Background: an optimization exercise with open tools, aiming at small area and a short achievable clock period. Do not read the settings as production practice.
In this exercise RTL edits were held to simulation tests only and were not proved equivalent to the original.

==> inputs of raven <==
==> flow/design.v <==
package acc_hub_pkg;
  typedef enum logic [1:0] {
    StIdle,
    StRun,
    StDone
  } hub_state_e;
  localparam int unsigned DefDw    = 32;
  localparam int unsigned DefDepth = 16;
  function automatic integer ptr_width(input integer depth);
    ptr_width = $clog2(depth) + 1;
  endfunction
endpackage
module sync_fifo #(
  parameter int unsigned Depth = acc_hub_pkg::DefDepth
) (
  input  logic             clk_i,
  input  logic             reset_i,
  input  logic             push_i,      
  input  logic             pop_i,       
  output logic             ld_din_o,    
  output logic             ld_body_o,   
  output logic             clr_o,       
  output logic [Depth-2:0] we_o,        
  output logic [Depth-2:0] rd_oh_o,
  output logic             empty_o,
  output logic             full_o,
  output logic             empty_d_o,   
  output logic             full_d_o
);
  localparam int unsigned BodyN = Depth - 1;
  logic [4:0]       n_q, n_d;
  logic [3:0]       wr_q;
  logic [BodyN-1:0] rd_q, wr_oh;
  logic             e_q, f_q, e_d, f_d;
  logic             one, fm1, bw;
  assign one = (n_q == 5'd1);
  assign fm1 = (n_q == 5'(Depth - 1));
  assign ld_din_o  = push_i & (e_q | (pop_i & one));
  assign ld_body_o = pop_i & ~one;
  assign clr_o     = pop_i & one & ~push_i;
  assign bw        = push_i & ~e_q & ~(pop_i & one);
  always_comb begin
    for (int r = 0; r < BodyN; r++) wr_oh[r] = (wr_q == 4'(r));
  end
  assign we_o = {BodyN{push_i}} & wr_oh;
  assign e_d = e_q ? ~push_i : (one & pop_i & ~push_i);
  assign f_d = f_q ? ~pop_i  : (fm1 & push_i & ~pop_i);
  always_comb begin
    n_d = n_q;
    if (push_i & ~pop_i) n_d = n_q + 5'd1;
    if (pop_i & ~push_i) n_d = n_q - 5'd1;
  end
  always_ff @(posedge clk_i) begin
    if (reset_i) begin
      n_q  <= '0;
      wr_q <= '0;
      rd_q <= BodyN'(1);
      e_q  <= 1'b1;
      f_q  <= 1'b0;
    end else begin
      n_q <= n_d;
      e_q <= e_d;
      f_q <= f_d;
      if (bw)        wr_q <= (wr_q == 4'(BodyN - 1)) ? 4'd0 : wr_q + 4'd1;
      if (ld_body_o) rd_q <= {rd_q[BodyN-2:0], rd_q[BodyN-1]};
    end
  end
  assign rd_oh_o   = rd_q;
  assign empty_o   = e_q;
  assign full_o    = f_q;
  assign empty_d_o = e_d;
  assign full_d_o  = f_d;
endmodule
module acc_channel_hub #(
  parameter int unsigned NCh   = 2,
  parameter int unsigned Dw    = acc_hub_pkg::DefDw,
  parameter int unsigned Depth = acc_hub_pkg::DefDepth,
  parameter int unsigned CntW  = 16
) (
  input  logic              clk_i,
  input  logic              reset_i,
  input  logic              start_i,
  input  logic [2:0]        ch_sel_i,
  input  logic              bypass_i,
  input  logic [CntW-1:0]   word_count_i,
  input  logic              tx_valid_i,
  input  logic [Dw-1:0]     tx_data_i,
  output logic              tx_ready_o,
  output logic              rx_valid_o,
  output logic [Dw-1:0]     rx_data_o,
  input  logic              rx_ready_i,
  output logic              busy_o,
  output logic              done_o,
  output logic              err_sel_o,
  output logic [NCh-1:0]    acc_enable_o,
  input  logic [NCh-1:0]    acc_get_i,
  output logic [NCh*Dw-1:0] acc_data_out_o,
  output logic [NCh-1:0]    to_acc_empty_o,
  input  logic [NCh-1:0]    acc_put_i,
  input  logic [NCh*Dw-1:0] acc_data_in_i,
  output logic [NCh-1:0]    from_acc_full_o,
  output logic [NCh-1:0]    ovf_err_o
);
  localparam int unsigned BodyN = Depth - 1;
  logic            run_q, done_q, busy_q, err_q, ch_q, byp_q;
  logic [CntW-1:0] txr_q, rxr_q;           
  logic [1:0]      ovf_q, acc_en_q;
  logic            tx_ready_q, rx_valid_q;
  logic [1:0]      tcan_q;    
  logic [1:0]      fcan_q;    
  logic [1:0]      bhit_q;    
  logic [Dw-1:0]   head_a_q, head_b_q;     
  logic [Dw-1:0]   to_head_q [2];
  logic [BodyN-1:0][Dw-1:0] to_body_q   [2];
  logic [BodyN-1:0][Dw-1:0] from_body_q [2];
  logic [1:0] t_push, t_pop, t_ld_din, t_ld_body, t_clr, t_e, t_f, t_e_d, t_f_d;
  logic [1:0] f_push, f_pop, f_ld_din, f_ld_body, f_clr, f_e, f_f, f_e_d, f_f_d;
  logic [BodyN-1:0] t_we [2], t_rd [2], f_we [2], f_rd [2];
  logic [Dw-1:0] f_din [2];
  logic idle, sel_valid, job_start, rx_xfer;
  assign idle      = ~busy_q;
  assign sel_valid = (ch_sel_i[2:1] == 2'b00);
  assign job_start = idle & start_i & sel_valid;
  assign rx_xfer   = rx_ready_i & rx_valid_q;
  for (genvar c = 0; c < 2; c++) begin : g_ctl
    assign t_push[c] = tx_valid_i & tcan_q[c];
    assign t_pop[c]  = acc_get_i[c] & ~t_e[c];
    assign f_push[c] = bhit_q[c] ? (tx_valid_i & fcan_q[c]) : (acc_put_i[c] & ~f_f[c]);
    assign f_din[c]  = bhit_q[c] ? tx_data_i : acc_data_in_i[c*Dw +: Dw];
    assign f_pop[c]  = rx_xfer & (ch_q == c[0]);
    sync_fifo #(.Depth(Depth)) u_to_ctl (
      .clk_i, .reset_i, .push_i(t_push[c]), .pop_i(t_pop[c]),
      .ld_din_o(t_ld_din[c]), .ld_body_o(t_ld_body[c]), .clr_o(t_clr[c]), .we_o(t_we[c]),
      .rd_oh_o(t_rd[c]), .empty_o(t_e[c]), .full_o(t_f[c]),
      .empty_d_o(t_e_d[c]), .full_d_o(t_f_d[c]));
    sync_fifo #(.Depth(Depth)) u_from_ctl (
      .clk_i, .reset_i, .push_i(f_push[c]), .pop_i(f_pop[c]),
      .ld_din_o(f_ld_din[c]), .ld_body_o(f_ld_body[c]), .clr_o(f_clr[c]), .we_o(f_we[c]),
      .rd_oh_o(f_rd[c]), .empty_o(f_e[c]), .full_o(f_f[c]),
      .empty_d_o(f_e_d[c]), .full_d_o(f_f_d[c]));
  end
  logic [Dw-1:0] to_rd_data [2];
  logic [Dw-1:0] fr_rd_data [2];
  always_comb begin
    for (int c = 0; c < 2; c++) begin
      to_rd_data[c] = '0;
      fr_rd_data[c] = '0;
      for (int r = 0; r < BodyN; r++) begin
        to_rd_data[c] = to_rd_data[c] | ({Dw{t_rd[c][r]}} & to_body_q[c][r]);
        fr_rd_data[c] = fr_rd_data[c] | ({Dw{f_rd[c][r]}} & from_body_q[c][r]);
      end
    end
  end
  logic            run_d, done_d, ch_d, byp_d, txnz_d, busy_d;
  logic [1:0]      ovf_d;
  logic [Dw-1:0]   nh_a, nh_b;
  logic            sw;
  always_comb begin
    run_d  = run_q;
    done_d = 1'b0;
    ch_d   = ch_q;
    byp_d  = byp_q;
    txnz_d = (txr_q != '0);
    if (idle) begin
      if (job_start) begin
        ch_d   = ch_sel_i[0];
        byp_d  = bypass_i;
        run_d  = (word_count_i != '0);
        done_d = (word_count_i == '0);
        txnz_d = (word_count_i != '0);
      end
    end else if (run_q) begin
      if (tx_valid_i && tx_ready_q) txnz_d = (txr_q != CntW'(1));
      if (rx_xfer && (rxr_q == CntW'(1))) begin
        run_d  = 1'b0;
        done_d = 1'b1;
      end
    end
  end
  assign busy_d = run_d | done_d;
  always_comb begin
    for (int c = 0; c < 2; c++)
      ovf_d[c] = (ovf_q[c] | (~bhit_q[c] & acc_put_i[c] & f_f[c])) &
                 ~(job_start & (ch_sel_i[0] == c[0]));
  end
  logic ld_din_a, ld_body_a, clr_a, ld_din_b;
  assign ld_din_a  = ch_q ? f_ld_din[1]  : f_ld_din[0];
  assign ld_body_a = ch_q ? f_ld_body[1] : f_ld_body[0];
  assign clr_a     = ch_q ? f_clr[1]     : f_clr[0];
  assign ld_din_b  = ch_q ? f_ld_din[0]  : f_ld_din[1];
  always_comb begin
    if (ld_din_a)       nh_a = ch_q ? f_din[1] : f_din[0];
    else if (ld_body_a) nh_a = ch_q ? fr_rd_data[1] : fr_rd_data[0];
    else if (clr_a)     nh_a = '0;
    else                nh_a = head_a_q;
    if (ld_din_b)       nh_b = ch_q ? acc_data_in_i[0 +: Dw] : acc_data_in_i[Dw +: Dw];
    else                nh_b = head_b_q;
  end
  assign sw = job_start & (ch_sel_i[0] != ch_q);
  logic tx_ready_d;
  assign tx_ready_d = run_d & txnz_d & ~(byp_d ? f_f_d[ch_d] : t_f_d[ch_d]);
  always_ff @(posedge clk_i) begin
    if (reset_i) begin
      run_q      <= 1'b0;
      done_q     <= 1'b0;
      busy_q     <= 1'b0;
      err_q      <= 1'b0;
      ch_q       <= 1'b0;
      ovf_q      <= '0;
      acc_en_q   <= '0;
      tx_ready_q <= 1'b0;
      rx_valid_q <= 1'b0;
      tcan_q     <= '0;
      fcan_q     <= '0;
      bhit_q     <= '0;
      head_a_q   <= '0;
      head_b_q   <= '0;
    end else begin
      run_q      <= run_d;
      done_q     <= done_d;
      busy_q     <= busy_d;
      err_q      <= idle & start_i & ~sel_valid;
      ch_q       <= ch_d;
      ovf_q      <= ovf_d;
      acc_en_q   <= {run_d & ~byp_d & ch_d, run_d & ~byp_d & ~ch_d};
      tx_ready_q <= tx_ready_d;
      rx_valid_q <= run_d & ~f_e_d[ch_d];
      tcan_q     <= {tx_ready_d & ~byp_d & ch_d, tx_ready_d & ~byp_d & ~ch_d};
      fcan_q     <= {tx_ready_d &  byp_d & ch_d, tx_ready_d &  byp_d & ~ch_d};
      bhit_q     <= {busy_d & byp_d & ch_d, busy_d & byp_d & ~ch_d};
      head_a_q   <= sw ? nh_b : nh_a;
      head_b_q   <= sw ? nh_a : nh_b;
    end
  end
  always_ff @(posedge clk_i) begin
    byp_q <= byp_d;
    if (job_start) begin
      txr_q <= word_count_i;
      rxr_q <= word_count_i;
    end else begin
      if (tx_valid_i && tx_ready_q) txr_q <= txr_q - CntW'(1);
      if (rx_xfer)                  rxr_q <= rxr_q - CntW'(1);
    end
  end
  for (genvar c = 0; c < 2; c++) begin : g_data
    always_ff @(posedge clk_i) begin
      if (reset_i)               to_head_q[c] <= '0;
      else if (t_ld_din[c])      to_head_q[c] <= tx_data_i;
      else if (t_ld_body[c])     to_head_q[c] <= to_rd_data[c];
      else if (t_clr[c])         to_head_q[c] <= '0;
    end
    for (genvar r = 0; r < BodyN; r++) begin : g_row
      always_ff @(posedge clk_i) begin
        if (t_we[c][r]) to_body_q[c][r]   <= tx_data_i;
        if (f_we[c][r]) from_body_q[c][r] <= f_din[c];
      end
    end
  end
  assign tx_ready_o      = tx_ready_q;
  assign rx_valid_o      = rx_valid_q;
  assign rx_data_o       = head_a_q;
  assign busy_o          = busy_q;
  assign done_o          = done_q;
  assign err_sel_o       = err_q;
  assign acc_enable_o    = acc_en_q;
  assign acc_data_out_o  = {to_head_q[1], to_head_q[0]};
  assign to_acc_empty_o  = t_e;
  assign from_acc_full_o = f_f;
  assign ovf_err_o       = ovf_q;
endmodule
==> flow/flow/run.sh <==
#!/bin/bash
# Standard ORFS layout, with the ports buffered by buf_2 cells instead of the
# slow delay-buffer cell buffer_ports picks by default.
set -euo pipefail
export BUFFER_PORTS_ARGS="-buffer_cell sky130_fd_sc_hd__buf_2"
bash standard.sh > flow_standard.log 2>&1
==> flow/standard.sh <==
#!/bin/bash
# synth_recipe.tcl (not shown) runs the flow's synth.tcl, then flattens the netlist and writes it again
# the make line also repeats each setting of config.mk as NAME=value (left out here)
make -C /OpenROAD-flow-scripts/flow DESIGN_CONFIG=/design/flow/config.mk WORK_HOME=/design/flow/orfs CLKGATE_MAP_FILE= SYNTH_SCRIPT=/design/flow/synth_recipe.tcl "${@:-finish}"
==> flow/config.mk <==
export PLATFORM = sky130hd
export DESIGN_NAME = acc_channel_hub
export DESIGN_NICKNAME = acc_channel_hub
export VERILOG_FILES = /design/flow/design.v
export SDC_FILE = /design/flow/constraint.sdc
export NUM_CORES = 4
export LEC_CHECK = 0
export CAP_MARGIN = 20
export CORE_MARGIN = 2
export CORE_UTILIZATION = 40
export CTS_BUF_LIST = sky130_fd_sc_hd__clkbuf_16
export CTS_CLUSTER_DIAMETER = 90
export CTS_CLUSTER_SIZE = 27
export SETUP_SLACK_MARGIN = 3.0
export SLEW_MARGIN = 70
export TNS_END_PERCENT = 0
==> flow/constraint.sdc <==
create_clock -name core_clock -period 5.0 [get_ports {clk_i}]
set_input_delay 1.0000 -clock core_clock [delete_from_list [all_inputs] [get_ports {clk_i}]]
set_output_delay 1.0000 -clock core_clock [all_outputs]
set_load 0.01 [all_outputs]
==> willow: changes against raven <==
--- a/flow/design.v
+++ b/flow/design.v
@@ -33,7 +33,7 @@
   logic [BodyN-1:0] rd_q, wr_oh;
   logic             e_q, f_q, e_d, f_d;
-  logic             one, fm1, bw;
-  assign one = (n_q == 5'd1);
-  assign fm1 = (n_q == 5'(Depth - 1));
+  logic             one, fm1, one_d, fm1_d, inc, dec, bw;
+  assign inc = push_i & ~pop_i;
+  assign dec = pop_i & ~push_i;
   assign ld_din_o  = push_i & (e_q | (pop_i & one));
   assign ld_body_o = pop_i & ~one;
@@ -43,11 +43,13 @@
     for (int r = 0; r < BodyN; r++) wr_oh[r] = (wr_q == 4'(r));
   end
-  assign we_o = {BodyN{push_i}} & wr_oh;
-  assign e_d = e_q ? ~push_i : (one & pop_i & ~push_i);
-  assign f_d = f_q ? ~pop_i  : (fm1 & push_i & ~pop_i);
+  assign we_o = {BodyN{bw}} & wr_oh;
+  assign e_d   = inc ? 1'b0 : dec ? one : e_q;
+  assign f_d   = inc ? fm1 : dec ? 1'b0 : f_q;
+  assign one_d = inc ? e_q : dec ? (n_q == 5'd2) : one;
+  assign fm1_d = inc ? (n_q == 5'(Depth - 2)) : dec ? f_q : fm1;
   always_comb begin
     n_d = n_q;
-    if (push_i & ~pop_i) n_d = n_q + 5'd1;
-    if (pop_i & ~push_i) n_d = n_q - 5'd1;
+    if (inc) n_d = n_q + 5'd1;
+    if (dec) n_d = n_q - 5'd1;
   end
   always_ff @(posedge clk_i) begin
@@ -58,6 +60,10 @@
       e_q  <= 1'b1;
       f_q  <= 1'b0;
+      one  <= 1'b0;
+      fm1  <= 1'b0;
     end else begin
       n_q <= n_d;
+      one <= one_d;
+      fm1 <= fm1_d;
       e_q <= e_d;
       f_q <= f_d;
@@ -140,13 +146,14 @@
       .empty_d_o(f_e_d[c]), .full_d_o(f_f_d[c]));
   end
+  logic [1:0]    act_q;
   logic [Dw-1:0] to_rd_data [2];
-  logic [Dw-1:0] fr_rd_data [2];
-  always_comb begin
+  logic [Dw-1:0] fr_rd_data;
+  always_comb begin
+    fr_rd_data = '0;
     for (int c = 0; c < 2; c++) begin
       to_rd_data[c] = '0;
-      fr_rd_data[c] = '0;
       for (int r = 0; r < BodyN; r++) begin
         to_rd_data[c] = to_rd_data[c] | ({Dw{t_rd[c][r]}} & to_body_q[c][r]);
-        fr_rd_data[c] = fr_rd_data[c] | ({Dw{f_rd[c][r]}} & from_body_q[c][r]);
+        fr_rd_data    = fr_rd_data | ({Dw{f_rd[c][r] & act_q[c]}} & from_body_q[c][r]);
       end
     end
@@ -189,10 +196,17 @@
   assign clr_a     = ch_q ? f_clr[1]     : f_clr[0];
   assign ld_din_b  = ch_q ? f_ld_din[0]  : f_ld_din[1];
-  always_comb begin
-    if (ld_din_a)       nh_a = ch_q ? f_din[1] : f_din[0];
-    else if (ld_body_a) nh_a = ch_q ? fr_rd_data[1] : fr_rd_data[0];
+  logic       a_tx_q, a_in0_q, a_in1_q;    
+  logic [Dw-1:0] din_a, din_b;
+  assign din_a = ({Dw{a_tx_q}}  & tx_data_i) |
+                 ({Dw{a_in0_q}} & acc_data_in_i[0 +: Dw]) |
+                 ({Dw{a_in1_q}} & acc_data_in_i[Dw +: Dw]);
+  assign din_b = ({Dw{act_q[1]}} & acc_data_in_i[0 +: Dw]) |
+                 ({Dw{act_q[0]}} & acc_data_in_i[Dw +: Dw]);
+  always_comb begin
+    if (ld_din_a)       nh_a = din_a;
+    else if (ld_body_a) nh_a = fr_rd_data;
     else if (clr_a)     nh_a = '0;
     else                nh_a = head_a_q;
-    if (ld_din_b)       nh_b = ch_q ? acc_data_in_i[0 +: Dw] : acc_data_in_i[Dw +: Dw];
+    if (ld_din_b)       nh_b = din_b;
     else                nh_b = head_b_q;
   end
@@ -216,4 +230,8 @@
       head_a_q   <= '0;
       head_b_q   <= '0;
+      act_q      <= 2'b01;
+      a_tx_q     <= 1'b0;
+      a_in0_q    <= 1'b1;
+      a_in1_q    <= 1'b0;
     end else begin
       run_q      <= run_d;
@@ -231,4 +249,8 @@
       head_a_q   <= sw ? nh_b : nh_a;
       head_b_q   <= sw ? nh_a : nh_b;
+      act_q      <= {ch_d, ~ch_d};
+      a_tx_q     <= busy_d & byp_d;
+      a_in0_q    <= ~(busy_d & byp_d) & ~ch_d;
+      a_in1_q    <= ~(busy_d & byp_d) &  ch_d;
     end
   end
SLEW_MARGIN = 20   (was 70)
==> garnet: changes against raven <==
--- a/flow/design.v
+++ b/flow/design.v
@@ -43,5 +43,5 @@
     for (int r = 0; r < BodyN; r++) wr_oh[r] = (wr_q == 4'(r));
   end
-  assign we_o = {BodyN{push_i}} & wr_oh;
+  assign we_o = {BodyN{bw}} & wr_oh;
   assign e_d = e_q ? ~push_i : (one & pop_i & ~push_i);
   assign f_d = f_q ? ~pop_i  : (fm1 & push_i & ~pop_i);
==> flow/run.sh (new file) <==
#!/bin/bash
# synth_recipe.tcl (not shown) runs the flow's synth.tcl, then flattens the netlist and writes it again
# the make line also repeats each setting of config.mk as NAME=value (left out here)
make -C /OpenROAD-flow-scripts/flow DESIGN_CONFIG=/design/flow/config.mk WORK_HOME=/design/flow/orfs CLKGATE_MAP_FILE= SYNTH_SCRIPT=/design/flow/synth_recipe.tcl finish
CTS_BUF_LIST = not set   (was sky130_fd_sc_hd__clkbuf_16)
CTS_CLUSTER_DIAMETER = not set   (was 90)
CTS_CLUSTER_SIZE = not set   (was 27)
SETUP_SLACK_MARGIN = not set   (was 3.0)
SLEW_MARGIN = 20   (was 70)
TNS_END_PERCENT = not set   (was 0)
removed: flow/flow/run.sh
removed: flow/standard.sh
==> comparison table <==
Starting density of the core: willow 40.2%; garnet 40.2%; raven 40.2%
DRT Pass-1 Iters: willow 7; garnet 8; raven 6
Clock sink count: willow 2,214; garnet 2,202; raven 2,202
Metal-1 WL: willow 106,000 µm; garnet 106,000 µm; raven 102,000 µm
Levels on crit path: willow 6; garnet 7; raven 1
Post-route worst setup slack: willow 2.52 ns; garnet 1.34 ns; raven 2.63 ns
End of the worst register-to-register path: willow from_body_q[0][356]; garnet from_body_q[1][222]; raven head_b_q[25]
Post-DP Area: willow 0.0889 mm²; garnet 0.0886 mm²; raven 0.0901 mm²
Total wire length after detailed routing: willow 276,000 µm; garnet 255,000 µm; raven 258,000 µm
Dpl cells: willow 8,159; garnet 7,922; raven 8,045
Area share of and/or/nand/nor cells after synthesis: willow 5.23%; garnet 5.67%; raven 5.67%
Result of the run: willow timing/DRC/antenna clean; garnet timing/DRC/antenna clean; raven timing/DRC/antenna clean
Proportion of synthesized area in mux cells: willow 1.01%; garnet 1.37%; raven 1.39%
Clock-pin slew reported for the worst setup and hold paths after clock tree synthesis: willow 0.11 ns; garnet 0.06 ns; raven 0.10 ns
Adder-cell area share of the yosys netlist: willow 0.456%; garnet 0.365%; raven 0.365%
CP Data Required Time: willow 5.45 ns; garnet 5.56 ns; raven 4.00 ns
Worst path bufs/invs: willow 2; garnet 2; raven 1

==> port drivers added, routing unchanged <==
In the flow no input, the clock included, has a driving cell. The finished layouts below were timed again as built, in two steps.
Step 1 (the two cells are an assumption about what drives the block):
set clk [get_ports {clk_i}]
set_driving_cell -lib_cell sky130_fd_sc_hd__clkbuf_16 $clk
set_driving_cell -lib_cell sky130_fd_sc_hd__buf_2 [delete_from_list [all_inputs] $clk]
Step 2, shift: input delay + t, output delay - t, t = (earliest + latest rising clock arrival at the registers) / 2. This alone moves slack from input paths to output paths.
a / b / c = ideal ports / drivers / drivers and shift; a / b = the first two.
run	shift t [ns]	setup slack, ns	worst setup path after step 2	cell pins on the clock port's net
raven	0.837	2.628 / 2.545 / 1.934	input to register	1
willow	0.884	2.524 / 2.445 / 1.671	input to register	1
garnet	0.923	1.343 / 1.403 / 0.480	input to register	1
After both steps every run listed still meets setup and hold. For garnet, which loses most, drivers alone change the setup slack by +0.060 ns; drivers and shift together by -0.863 ns.
